Background: an optimization exercise with open tools, aiming at a short achievable clock period and few clock cycles per item. Do not read the settings as production practice. The RTL was checked by simulation tests, not by an equivalence proof against the original design.

==> inputs of trial 48 <==
==> flow/design.v <==
`default_nettype none
package cpuPkg;
    typedef logic [32-1:0]    word_t;      
    typedef logic [5-1:0] regAddr_t;   
    typedef logic [1:0]              stage_t;     
    typedef struct packed {
        logic [5:0] op;
        regAddr_t   rs;
        regAddr_t   rt;
        regAddr_t   rd;       
        logic [4:0] shamt;
        logic [5:0] funct;
    } rType_t;
    typedef struct packed {
        logic [5:0]  op;
        regAddr_t    rs;      
        regAddr_t    rt;      
        logic [15:0] imm16;
    } iType_t;
    typedef union packed {
        rType_t rType;
        iType_t iType;
    } instr_t;
    typedef enum logic [3:0] {
        kNop, kAddu, kSubu, kAnd, kOr, kSlt,
        kAddiu, kOri, kLui, kLw, kSw, kBeq, kBne
    } instrKind_t;
    typedef enum logic [2:0] {
        aluAdd, aluSub, aluAnd, aluOr, aluSlt, aluLui
    } aluOp_t;
endpackage
`default_nettype wire
`timescale 1ns/1ps
`default_nettype none
module cpuCore (
    input  wire                clk,
    input  wire                rstN,
    output cpuPkg::word_t      instAddr,
    input  wire cpuPkg::word_t instRdata,
    output cpuPkg::word_t      dataAddr,
    output cpuPkg::word_t      dataWdata,
    output logic               dataWe,
    input  wire cpuPkg::word_t dataRdata,
    output logic               regWe,
    output cpuPkg::regAddr_t   regAddr,
    output cpuPkg::word_t      regWdata,
    output cpuPkg::word_t      wbPc
);
    logic [31:0] regs [1:31];
    logic [31:2] pcF;
    logic [31:0] irD;
    logic        validD;         
    logic [31:2] pcD;
    logic [31:0] rfAD, rfBD;     
    logic        aFromED, aFromMD, bFromED, bFromMD;    
    logic        aFromWD, bFromWD;                      
    logic        weE, lwE, swE;
    logic        invE, selSumE, andE, orE, sltE;
    logic        misEqE, misNeE;    
    logic [4:0]  dstE;
    logic [31:0] opAE, opBE, opRtE;
    logic [31:2] pcE, altPcE;
    logic        fAME, fBMpE, fBMnE, fBRE;    
    logic        fSME, fSLE;                  
    logic [31:0] aE, bE;         
    logic [31:0] pPreE, gPreE;   
    logic        weM, lwM;
    logic [4:0]  dstM;
    logic [31:0] resM;
    logic [31:2] pcM;
    assign instAddr = {pcF, 2'b00};
    assign dataAddr = resM;
    logic [31:0] valM;
    assign valM = lwM ? dataRdata : resM;      
    logic [4:0]  rsF, rtF;
    logic [31:0] rfAF, rfBF;
    assign rsF = instRdata[25:21];
    assign rtF = instRdata[20:16];
    logic [31:0] regRd [0:31];
    assign regRd[0] = 32'd0;
    for (genvar i = 1; i < 32; i++) begin : gRegRd
        assign regRd[i] = regs[i];
    end
    assign rfAF = regRd[rsF];
    assign rfBF = regRd[rtF];
    logic [5:0]  opD, fnD;
    logic [4:0]  rsD, rtD, rdD, dstD;
    logic        aluRD, addiuD, oriD, luiD, lwD, swD, beqD, bneD, brD;
    logic        usesRsD, usesRtD, writesD, invD;
    logic [31:0] immD, aValD, bValD, bD;
    logic        aFromE, aFromM, bFromE, bFromM;
    logic        sFromL, sFromE;
    logic        stall, eqD, resolveD, redirectD, predTakenD;
    logic        bRedirEq, bRedirNe;    
    logic        bselTrue, bselMW, bselMB, bselWB, bselAM, bselAW, bselAB, bselAddA, bselAddB;
    logic [31:2] targetD, seqD;
    assign opD    = irD[31:26];
    assign rsD    = irD[25:21];
    assign rtD    = irD[20:16];
    assign rdD    = irD[15:11];
    assign fnD    = irD[5:0];
    assign aluRD  = opD == 6'h00
                 && (fnD == 6'h21 || fnD == 6'h23 || fnD == 6'h24
                     || fnD == 6'h25 || fnD == 6'h2a);
    assign addiuD = opD == 6'h09;
    assign oriD   = opD == 6'h0d;
    assign luiD   = opD == 6'h0f;
    assign lwD    = opD == 6'h23;
    assign swD    = opD == 6'h2b;
    assign beqD   = opD == 6'h04;
    assign bneD   = opD == 6'h05;
    assign brD    = beqD || bneD;
    assign usesRsD = aluRD || addiuD || oriD || lwD || swD || brD;
    assign usesRtD = aluRD || brD;                   
    assign dstD    = aluRD ? rdD : rtD;
    assign writesD = (aluRD || addiuD || oriD || luiD || lwD) && dstD != 5'd0;
    assign invD    = aluRD && (fnD == 6'h23 || fnD == 6'h2a);
    assign immD    = luiD ? {irD[15:0], 16'h0000}
                   : oriD ? {16'h0000, irD[15:0]}
                   : {{16{irD[15]}}, irD[15:0]};
    assign aFromE = aFromED;
    assign aFromM = aFromMD;
    assign bFromE = bFromED;
    assign bFromM = bFromMD;
    assign aValD  = aFromM ? valM : aFromWD ? regWdata : rfAD;
    assign bValD  = bFromM ? valM : bFromWD ? regWdata : rfBD;
    assign stall = validD && lwE && ((usesRsD && aFromE) || (usesRtD && bFromE));
    logic eqMW, eqMB, eqWB, eqAM, eqAW, eqAB, eqAddAD, eqAddBD;
    assign eqMW     = resM == regWdata;
    assign eqMB     = resM == rfBD;
    assign eqWB     = regWdata == rfBD;
    assign eqAM     = rfAD == resM;
    assign eqAW     = rfAD == regWdata;
    assign eqAB     = rfAD == rfBD;
    assign eqAddAD  = (pPreE ^ rfAD) == {gPreE[30:0] | (pPreE[30:0] & ~rfAD[30:0]), invE};    
    assign eqAddBD  = (pPreE ^ rfBD) == {gPreE[30:0] | (pPreE[30:0] & ~rfBD[30:0]), invE};    
    assign eqD      = bselTrue | (bselMW & eqMW) | (bselMB & eqMB) | (bselWB & eqWB)
                    | (bselAM & eqAM) | (bselAW & eqAW) | (bselAB & eqAB)
                    | (bselAddA & eqAddAD) | (bselAddB & eqAddBD);
    assign redirectD  = validD && (eqD ? bRedirEq : bRedirNe);
    assign predTakenD = irD[15] || (beqD ? rsD == rtD : rsD != rtD);
    logic [4:0] rsN, rtN;
    logic       brN, bneN, predN, aEN, aMN, aWN, bEN, bMN, bWN, addOkN, noneN, resolveN;
    logic       addOkD;
    assign addOkD  = validD && writesD && !lwD
                  && (addiuD || (aluRD && (fnD == 6'h21 || fnD == 6'h23)))
                  && !aFromE && !(aluRD && bFromE);
    assign rsN     = stall ? rsD : rsF;
    assign rtN     = stall ? rtD : rtF;
    assign brN     = stall ? brD : (instRdata[31:27] == 5'b00010);
    assign bneN    = stall ? bneD : instRdata[26];
    assign predN   = stall ? predTakenD
                   : instRdata[15] || (instRdata[26] ? rsF != rtF : rsF == rtF);
    assign aEN     = !stall && rsN != 5'd0 && validD && writesD && dstD == rsN;
    assign bEN     = !stall && rtN != 5'd0 && validD && writesD && dstD == rtN;
    assign aMN     = rsN != 5'd0 && weE && dstE == rsN;
    assign bMN     = rtN != 5'd0 && weE && dstE == rtN;
    assign aWN     = !stall && rsN != 5'd0 && weM && dstM == rsN;
    assign bWN     = !stall && rtN != 5'd0 && weM && dstM == rtN;
    assign addOkN  = !stall && addOkD;
    assign noneN   = !aEN && !bEN;
    assign resolveN = (aEN && bEN)
                   || (noneN && !(lwE && (aMN || bMN)))
                   || (aEN && !bEN && !bMN && !bWN && addOkN)
                   || (bEN && !aEN && !aMN && !aWN && addOkN);
    always_ff @(posedge clk) begin
        resolveD  <= resolveN;
        bRedirEq  <= brN && (resolveN ? !bneN : predN);
        bRedirNe  <= brN && (resolveN ? bneN : predN);
        bselTrue  <= (aEN && bEN) || (noneN && ((aMN && bMN) || (!aMN && !bMN && aWN && bWN)));
        bselMW    <= noneN && ((aMN && !bMN && bWN) || (!aMN && aWN && bMN));
        bselMB    <= noneN && aMN && !bMN && !bWN;
        bselWB    <= noneN && !aMN && aWN && !bMN && !bWN;
        bselAM    <= noneN && !aMN && !aWN && bMN;
        bselAW    <= noneN && !aMN && !aWN && !bMN && bWN;
        bselAB    <= noneN && !aMN && !aWN && !bMN && !bWN;
        bselAddA  <= bEN && !aEN;
        bselAddB  <= aEN && !bEN;
    end
    assign seqD       = pcD + 30'd2;
    assign targetD    = pcD + 30'd1 + {{14{irD[15]}}, irD[15:0]};
    logic        selAlt, selTgt, selSeq, selHold;
    logic [31:2] pcNext;
    assign selAlt  = mispredE;
    assign selTgt  = !mispredE && !stall && redirectD;
    assign selSeq  = !mispredE && !stall && !redirectD;
    assign selHold = !mispredE && stall;
    assign pcNext  = ({30{selAlt}} & altPcE) | ({30{selTgt}} & targetD)
                   | ({30{selSeq}} & (pcF + 30'd1)) | ({30{selHold}} & pcF);
    logic [31:0] aOutD, bOutD;
    assign bD     = (aluRD || brD) ? bValD : immD;
    assign aOutD  = luiD ? 32'd0 : aValD;
    assign bOutD  = invD ? ~bD : bD;
    assign sFromL = lwE && bFromE;
    assign sFromE = bFromE && !lwE;
    logic [31:0] resE, storeE;
    logic        ltE, eqE, eqRRE, eqMRE, eqRME, mispredE;
    logic [31:0] pE, gE, ppE, ggE, logicE, res1E, res0E;
    always_comb begin
        aE     = fAME ? resM : opAE;
        bE     = ({32{fBMpE}} & resM) | ({32{fBMnE}} & ~resM) | ({32{fBRE}} & opBE);
        pE     = aE ^ bE;
        gE     = aE & bE;
        ggE    = {gE[31:1], gE[0] | (pE[0] & invE)};
        ppE    = pE;
        for (int d = 1; d < 32; d = d * 2) begin
            for (int i = 31; i >= d; i--) begin
                ggE[i] = ggE[i] | (ppE[i] & ggE[i-d]);
                ppE[i] = ppE[i] & ppE[i-d];
            end
        end
        logicE = ({32{andE}} & gE) | ({32{orE}} & (aE | bE));
        res1E  = selSumE ? ~pE : logicE;
        res0E  = selSumE ? pE : logicE;
        resE   = (~{ggE[30:0], invE} & res0E) | ({ggE[30:0], invE} & res1E);
        ltE    = !((!aE[31] && !bE[31]) || (pE[31] && ggE[30]));
        if (sltE)
            resE[0] = ltE;           
        eqRRE    = opAE == opBE;
        eqMRE    = resM == opBE;
        eqRME    = opAE == resM;
        eqE      = fAME ? (fBMpE || eqMRE) : (fBMpE ? eqRME : eqRRE);
        mispredE = eqE ? misEqE : misNeE;
        storeE   = fSME ? resM : fSLE ? dataRdata : opRtE;
    end
    always_ff @(posedge clk) begin
        if (!rstN) begin
            pcF    <= 30'(32'h0000_3000 >> 2);
            irD    <= 32'd0;
            validD <= 1'b0;
        end else begin
            pcF <= pcNext;
            if (!stall) begin
                irD    <= instRdata;
                validD <= !mispredE;
            end
        end
        if (!rstN) begin
            aFromED <= 1'b0;
            aFromMD <= 1'b0;
            bFromED <= 1'b0;
            bFromMD <= 1'b0;
            aFromWD <= 1'b0;
            bFromWD <= 1'b0;
        end else if (!stall) begin
            aFromWD <= rsF != 5'd0 && weM && dstM == rsF;
            bFromWD <= rtF != 5'd0 && weM && dstM == rtF;
            aFromED <= rsF != 5'd0 && validD && writesD && dstD == rsF;
            aFromMD <= rsF != 5'd0 && weE && dstE == rsF;
            bFromED <= rtF != 5'd0 && validD && writesD && dstD == rtF;
            bFromMD <= rtF != 5'd0 && weE && dstE == rtF;
        end else begin
            aFromWD <= 1'b0;
            bFromWD <= 1'b0;
            aFromED <= 1'b0;
            aFromMD <= rsD != 5'd0 && weE && dstE == rsD;
            bFromED <= 1'b0;
            bFromMD <= rtD != 5'd0 && weE && dstE == rtD;
        end
        if (!stall) begin
            pcD  <= pcF;
            rfAD <= rfAF;
            rfBD <= rfBF;
        end else begin
            rfAD <= aValD;
            rfBD <= bValD;
        end
    end
    always_ff @(posedge clk) begin
        if (!rstN || stall || !validD) begin
            weE    <= 1'b0;
            lwE    <= 1'b0;
            swE    <= 1'b0;
            misEqE <= 1'b0;
            misNeE <= 1'b0;
        end else begin
            weE    <= writesD;
            lwE    <= lwD && writesD;
            swE    <= swD;
            misEqE <= brD && !resolveD && (bneD == predTakenD);
            misNeE <= brD && !resolveD && (bneD != predTakenD);
        end
        altPcE  <= predTakenD ? seqD : targetD;
        invE    <= invD;
        selSumE <= !(aluRD && (fnD == 6'h24 || fnD == 6'h25 || fnD == 6'h2a))
                   && !oriD && !luiD;
        andE    <= aluRD && fnD == 6'h24;
        orE     <= (aluRD && fnD == 6'h25) || oriD || luiD;
        sltE    <= aluRD && fnD == 6'h2a;
        dstE    <= dstD;
        opAE    <= aOutD;
        opBE    <= bOutD;
        pPreE   <= aOutD ^ bOutD;
        gPreE   <= aOutD & bOutD;
        opRtE   <= bValD;
        pcE     <= pcD;
        fAME    <= !luiD && aFromE;
        fBMpE   <= (aluRD || brD) && bFromE && !invD;
        fBMnE   <= (aluRD || brD) && bFromE && invD;
        fBRE    <= !((aluRD || brD) && bFromE);
        fSME    <= sFromE;
        fSLE    <= sFromL;
    end
    always_ff @(posedge clk) begin
        if (!rstN) begin
            weM    <= 1'b0;
            lwM    <= 1'b0;
            dataWe <= 1'b0;
        end else begin
            weM    <= weE;
            lwM    <= lwE;
            dataWe <= swE;
        end
        resM      <= resE;
        dataWdata <= storeE;
        dstM      <= dstE;
        pcM       <= pcE;
    end
    always_ff @(posedge clk) begin
        if (!rstN)
            regWe <= 1'b0;
        else
            regWe <= weM;
        regWdata <= valM;
        regAddr  <= dstM;
        wbPc     <= {pcM, 2'b00};
    end
    always_ff @(posedge clk) begin
        if (!rstN) begin
            for (int i = 1; i < 32; i++)
                regs[i] <= 32'd0;
        end else if (weM) begin
            regs[dstM] <= valM;
        end
    end
endmodule
`default_nettype wire
==> flow/run.sh <==
#!/bin/bash
# synth_recipe.tcl (not shown) runs the flow's synth.tcl, then flattens the netlist and writes it again
# the make line also repeats each setting of config.mk as NAME=value (left out here)
make -C /OpenROAD-flow-scripts/flow DESIGN_CONFIG=/design/flow/config.mk WORK_HOME=/design/flow/orfs CLKGATE_MAP_FILE= SYNTH_SCRIPT=/design/flow/synth_recipe.tcl finish
==> flow/config.mk <==
export PLATFORM = sky130hd
export DESIGN_NAME = cpuCore
export DESIGN_NICKNAME = cpuCore
export VERILOG_FILES = /design/flow/design.v
export SDC_FILE = /design/flow/constraint.sdc
export NUM_CORES = 4
export LEC_CHECK = 0
export ABC_AREA = 1
export ABC_CLOCK_PERIOD_IN_PS = 1000
export CAP_MARGIN = 20
export CORE_MARGIN = 2
export CORE_UTILIZATION = 40
export SETUP_SLACK_MARGIN = 5
export SLEW_MARGIN = 20
==> flow/constraint.sdc <==
create_clock -name core_clock -period 8.0 [get_ports {clk}]
set_input_delay 1.6000 -clock core_clock [delete_from_list [all_inputs] [get_ports {clk}]]
set_output_delay 1.6000 -clock core_clock [all_outputs]
set_load 0.01 [all_outputs]
==> trial 80: changes against trial 48 <==
--- a/flow/design.v
+++ b/flow/design.v
@@ -55,3 +55,2 @@
     logic        aFromED, aFromMD, bFromED, bFromMD;    
-    logic        aFromWD, bFromWD;                      
     logic        weE, lwE, swE;
@@ -64,4 +63,2 @@
     logic        fSME, fSLE;                  
-    logic [31:0] aE, bE;         
-    logic [31:0] pPreE, gPreE;   
     logic        weM, lwM;
@@ -78,9 +75,10 @@
     assign rtF = instRdata[20:16];
-    logic [31:0] regRd [0:31];
-    assign regRd[0] = 32'd0;
-    for (genvar i = 1; i < 32; i++) begin : gRegRd
-        assign regRd[i] = regs[i];
+    always_comb begin
+        rfAF = 32'd0;
+        rfBF = 32'd0;
+        if (rsF != 5'd0)
+            rfAF = (weM && dstM == rsF) ? valM : regs[rsF];
+        if (rtF != 5'd0)
+            rfBF = (weM && dstM == rtF) ? valM : regs[rtF];
     end
-    assign rfAF = regRd[rsF];
-    assign rfBF = regRd[rtF];
     logic [5:0]  opD, fnD;
@@ -93,4 +91,2 @@
     logic        stall, eqD, resolveD, redirectD, predTakenD;
-    logic        bRedirEq, bRedirNe;    
-    logic        bselTrue, bselMW, bselMB, bselWB, bselAM, bselAW, bselAB, bselAddA, bselAddB;
     logic [31:2] targetD, seqD;
@@ -124,57 +120,9 @@
     assign bFromM = bFromMD;
-    assign aValD  = aFromM ? valM : aFromWD ? regWdata : rfAD;
-    assign bValD  = bFromM ? valM : bFromWD ? regWdata : rfBD;
+    assign aValD  = aFromM ? valM : rfAD;
+    assign bValD  = bFromM ? valM : rfBD;
     assign stall = validD && lwE && ((usesRsD && aFromE) || (usesRtD && bFromE));
-    logic eqMW, eqMB, eqWB, eqAM, eqAW, eqAB, eqAddAD, eqAddBD;
-    assign eqMW     = resM == regWdata;
-    assign eqMB     = resM == rfBD;
-    assign eqWB     = regWdata == rfBD;
-    assign eqAM     = rfAD == resM;
-    assign eqAW     = rfAD == regWdata;
-    assign eqAB     = rfAD == rfBD;
-    assign eqAddAD  = (pPreE ^ rfAD) == {gPreE[30:0] | (pPreE[30:0] & ~rfAD[30:0]), invE};    
-    assign eqAddBD  = (pPreE ^ rfBD) == {gPreE[30:0] | (pPreE[30:0] & ~rfBD[30:0]), invE};    
-    assign eqD      = bselTrue | (bselMW & eqMW) | (bselMB & eqMB) | (bselWB & eqWB)
-                    | (bselAM & eqAM) | (bselAW & eqAW) | (bselAB & eqAB)
-                    | (bselAddA & eqAddAD) | (bselAddB & eqAddBD);
-    assign redirectD  = validD && (eqD ? bRedirEq : bRedirNe);
+    assign eqD        = aFromM ? (bFromM || resM == rfBD) : (bFromM ? rfAD == resM : rfAD == rfBD);
+    assign resolveD   = !aFromE && !bFromE && !(lwM && (aFromM || bFromM));
     assign predTakenD = irD[15] || (beqD ? rsD == rtD : rsD != rtD);
-    logic [4:0] rsN, rtN;
-    logic       brN, bneN, predN, aEN, aMN, aWN, bEN, bMN, bWN, addOkN, noneN, resolveN;
-    logic       addOkD;
-    assign addOkD  = validD && writesD && !lwD
-                  && (addiuD || (aluRD && (fnD == 6'h21 || fnD == 6'h23)))
-                  && !aFromE && !(aluRD && bFromE);
-    assign rsN     = stall ? rsD : rsF;
-    assign rtN     = stall ? rtD : rtF;
-    assign brN     = stall ? brD : (instRdata[31:27] == 5'b00010);
-    assign bneN    = stall ? bneD : instRdata[26];
-    assign predN   = stall ? predTakenD
-                   : instRdata[15] || (instRdata[26] ? rsF != rtF : rsF == rtF);
-    assign aEN     = !stall && rsN != 5'd0 && validD && writesD && dstD == rsN;
-    assign bEN     = !stall && rtN != 5'd0 && validD && writesD && dstD == rtN;
-    assign aMN     = rsN != 5'd0 && weE && dstE == rsN;
-    assign bMN     = rtN != 5'd0 && weE && dstE == rtN;
-    assign aWN     = !stall && rsN != 5'd0 && weM && dstM == rsN;
-    assign bWN     = !stall && rtN != 5'd0 && weM && dstM == rtN;
-    assign addOkN  = !stall && addOkD;
-    assign noneN   = !aEN && !bEN;
-    assign resolveN = (aEN && bEN)
-                   || (noneN && !(lwE && (aMN || bMN)))
-                   || (aEN && !bEN && !bMN && !bWN && addOkN)
-                   || (bEN && !aEN && !aMN && !aWN && addOkN);
-    always_ff @(posedge clk) begin
-        resolveD  <= resolveN;
-        bRedirEq  <= brN && (resolveN ? !bneN : predN);
-        bRedirNe  <= brN && (resolveN ? bneN : predN);
-        bselTrue  <= (aEN && bEN) || (noneN && ((aMN && bMN) || (!aMN && !bMN && aWN && bWN)));
-        bselMW    <= noneN && ((aMN && !bMN && bWN) || (!aMN && aWN && bMN));
-        bselMB    <= noneN && aMN && !bMN && !bWN;
-        bselWB    <= noneN && !aMN && aWN && !bMN && !bWN;
-        bselAM    <= noneN && !aMN && !aWN && bMN;
-        bselAW    <= noneN && !aMN && !aWN && !bMN && bWN;
-        bselAB    <= noneN && !aMN && !aWN && !bMN && !bWN;
-        bselAddA  <= bEN && !aEN;
-        bselAddB  <= aEN && !bEN;
-    end
+    assign redirectD  = validD && brD && (resolveD ? (eqD != bneD) : predTakenD);
     assign seqD       = pcD + 30'd2;
@@ -189,9 +137,6 @@
                    | ({30{selSeq}} & (pcF + 30'd1)) | ({30{selHold}} & pcF);
-    logic [31:0] aOutD, bOutD;
     assign bD     = (aluRD || brD) ? bValD : immD;
-    assign aOutD  = luiD ? 32'd0 : aValD;
-    assign bOutD  = invD ? ~bD : bD;
     assign sFromL = lwE && bFromE;
     assign sFromE = bFromE && !lwE;
-    logic [31:0] resE, storeE;
+    logic [31:0] aE, bE, resE, storeE;
     logic        ltE, eqE, eqRRE, eqMRE, eqRME, mispredE;
@@ -242,7 +187,3 @@
             bFromMD <= 1'b0;
-            aFromWD <= 1'b0;
-            bFromWD <= 1'b0;
         end else if (!stall) begin
-            aFromWD <= rsF != 5'd0 && weM && dstM == rsF;
-            bFromWD <= rtF != 5'd0 && weM && dstM == rtF;
             aFromED <= rsF != 5'd0 && validD && writesD && dstD == rsF;
@@ -252,4 +193,2 @@
         end else begin
-            aFromWD <= 1'b0;
-            bFromWD <= 1'b0;
             aFromED <= 1'b0;
@@ -290,6 +229,4 @@
         dstE    <= dstD;
-        opAE    <= aOutD;
-        opBE    <= bOutD;
-        pPreE   <= aOutD ^ bOutD;
-        gPreE   <= aOutD & bOutD;
+        opAE    <= luiD ? 32'd0 : aValD;
+        opBE    <= invD ? ~bD : bD;
         opRtE   <= bValD;
==> flow/flow/run.sh (new file) <==
#!/bin/bash
set -euo pipefail
bash standard.sh SETUP_SLACK_MARGIN=5.8 finish > standard.log 2>&1
==> flow/standard.sh (new file) <==
#!/bin/bash
# synth_recipe.tcl (not shown) runs the flow's synth.tcl, then flattens the netlist and writes it again
# the make line also repeats each setting of config.mk as NAME=value (left out here)
make -C /OpenROAD-flow-scripts/flow DESIGN_CONFIG=/design/flow/config.mk WORK_HOME=/design/flow/orfs CLKGATE_MAP_FILE= SYNTH_SCRIPT=/design/flow/synth_recipe.tcl "${@:-finish}"
- CORE_UTILIZATION: 40 -> 50
- CTS_CLUSTER_DIAMETER: unset -> 120
- CTS_CLUSTER_SIZE: unset -> 40
removed: flow/run.sh
==> comparison table <==
| metric | trial 48 | trial 80 |
|---|---|---|
| Result of the run | timing/DRC/antenna clean | did not finish |
| Stage where the flow stopped | - | global routing (5_1_grt) |
| Post-synthesis instance area | 78,810 sq um | 81,280 sq um |
| H-tree levels | 4 | 2 |
| Pre-CTS setup slack | 1370 ps | 2993 ps |
| Proportion of synthesized chip area in sequential cells | 53.04% | 50.71% |
| Cells after DPL | 11,360 | 11,840 |
| HPWL Detailed | 272.7 mm | 208.1 mm |
| Starting density of the core | 40.33% | 50.50% |
| Library cells used by synthesis | 68 | 58 |
| Simple-gate share of the synthesized area | 17.75% | 20.59% |
| GP Congestion | 1.031 | 0.9823 |
| Share of the synthesized area in compound gates (AO/OA/AOI/OAI) | 15.14% | 17.59% |
| Number of placement rows | 162 | 147 |
| Per-instance average area after synthesis | 8.893 sq um | 8.049 sq um |
| Area share of the largest cell type after synthesis | 38.94% | 38.94% |
| Width of the die | 447.9 um | 407.2 um |
| Instance count of the mapped netlist | 8,862 | 10,100 |
Testbench counts of trial 48, summed over its fixed seeds: cycles 30,084, instrs 29,208.
Testbench counts of trial 80, summed over its fixed seeds: cycles 30,631, instrs 29,208.

port drivers added, routing unchanged:
The results above use ideal ports. As a check the final layout listed here was re-extracted and re-timed, cells and wires unchanged.
Step 1 sets driving cells, clkbuf_16 on the clock port and buf_2 on the other inputs (assumed; they add their load-dependent delay and slew).
Step 2 moves the port delays by t, midway between the first and last clock arrival at a register: inputs arrive t later, outputs are due t later. That takes back most of the time a late clock gives input paths.
Slacks: ideal / step 1 / step 2; pairs: ideal / step 1.
run: trial 48
t, ns: 0.947
slack for setup (ns): 4.309 / 4.330 / 3.383
worst setup path at the end: input to register
clock arrival spread, ns: 0.045 / 0.046
worst data-port slew with drivers (ns): 0.25
After both steps setup and hold are still met in trial 48. The setup slack of trial 48 moves by +0.021 ns with the drivers and by -0.926 ns with both steps.
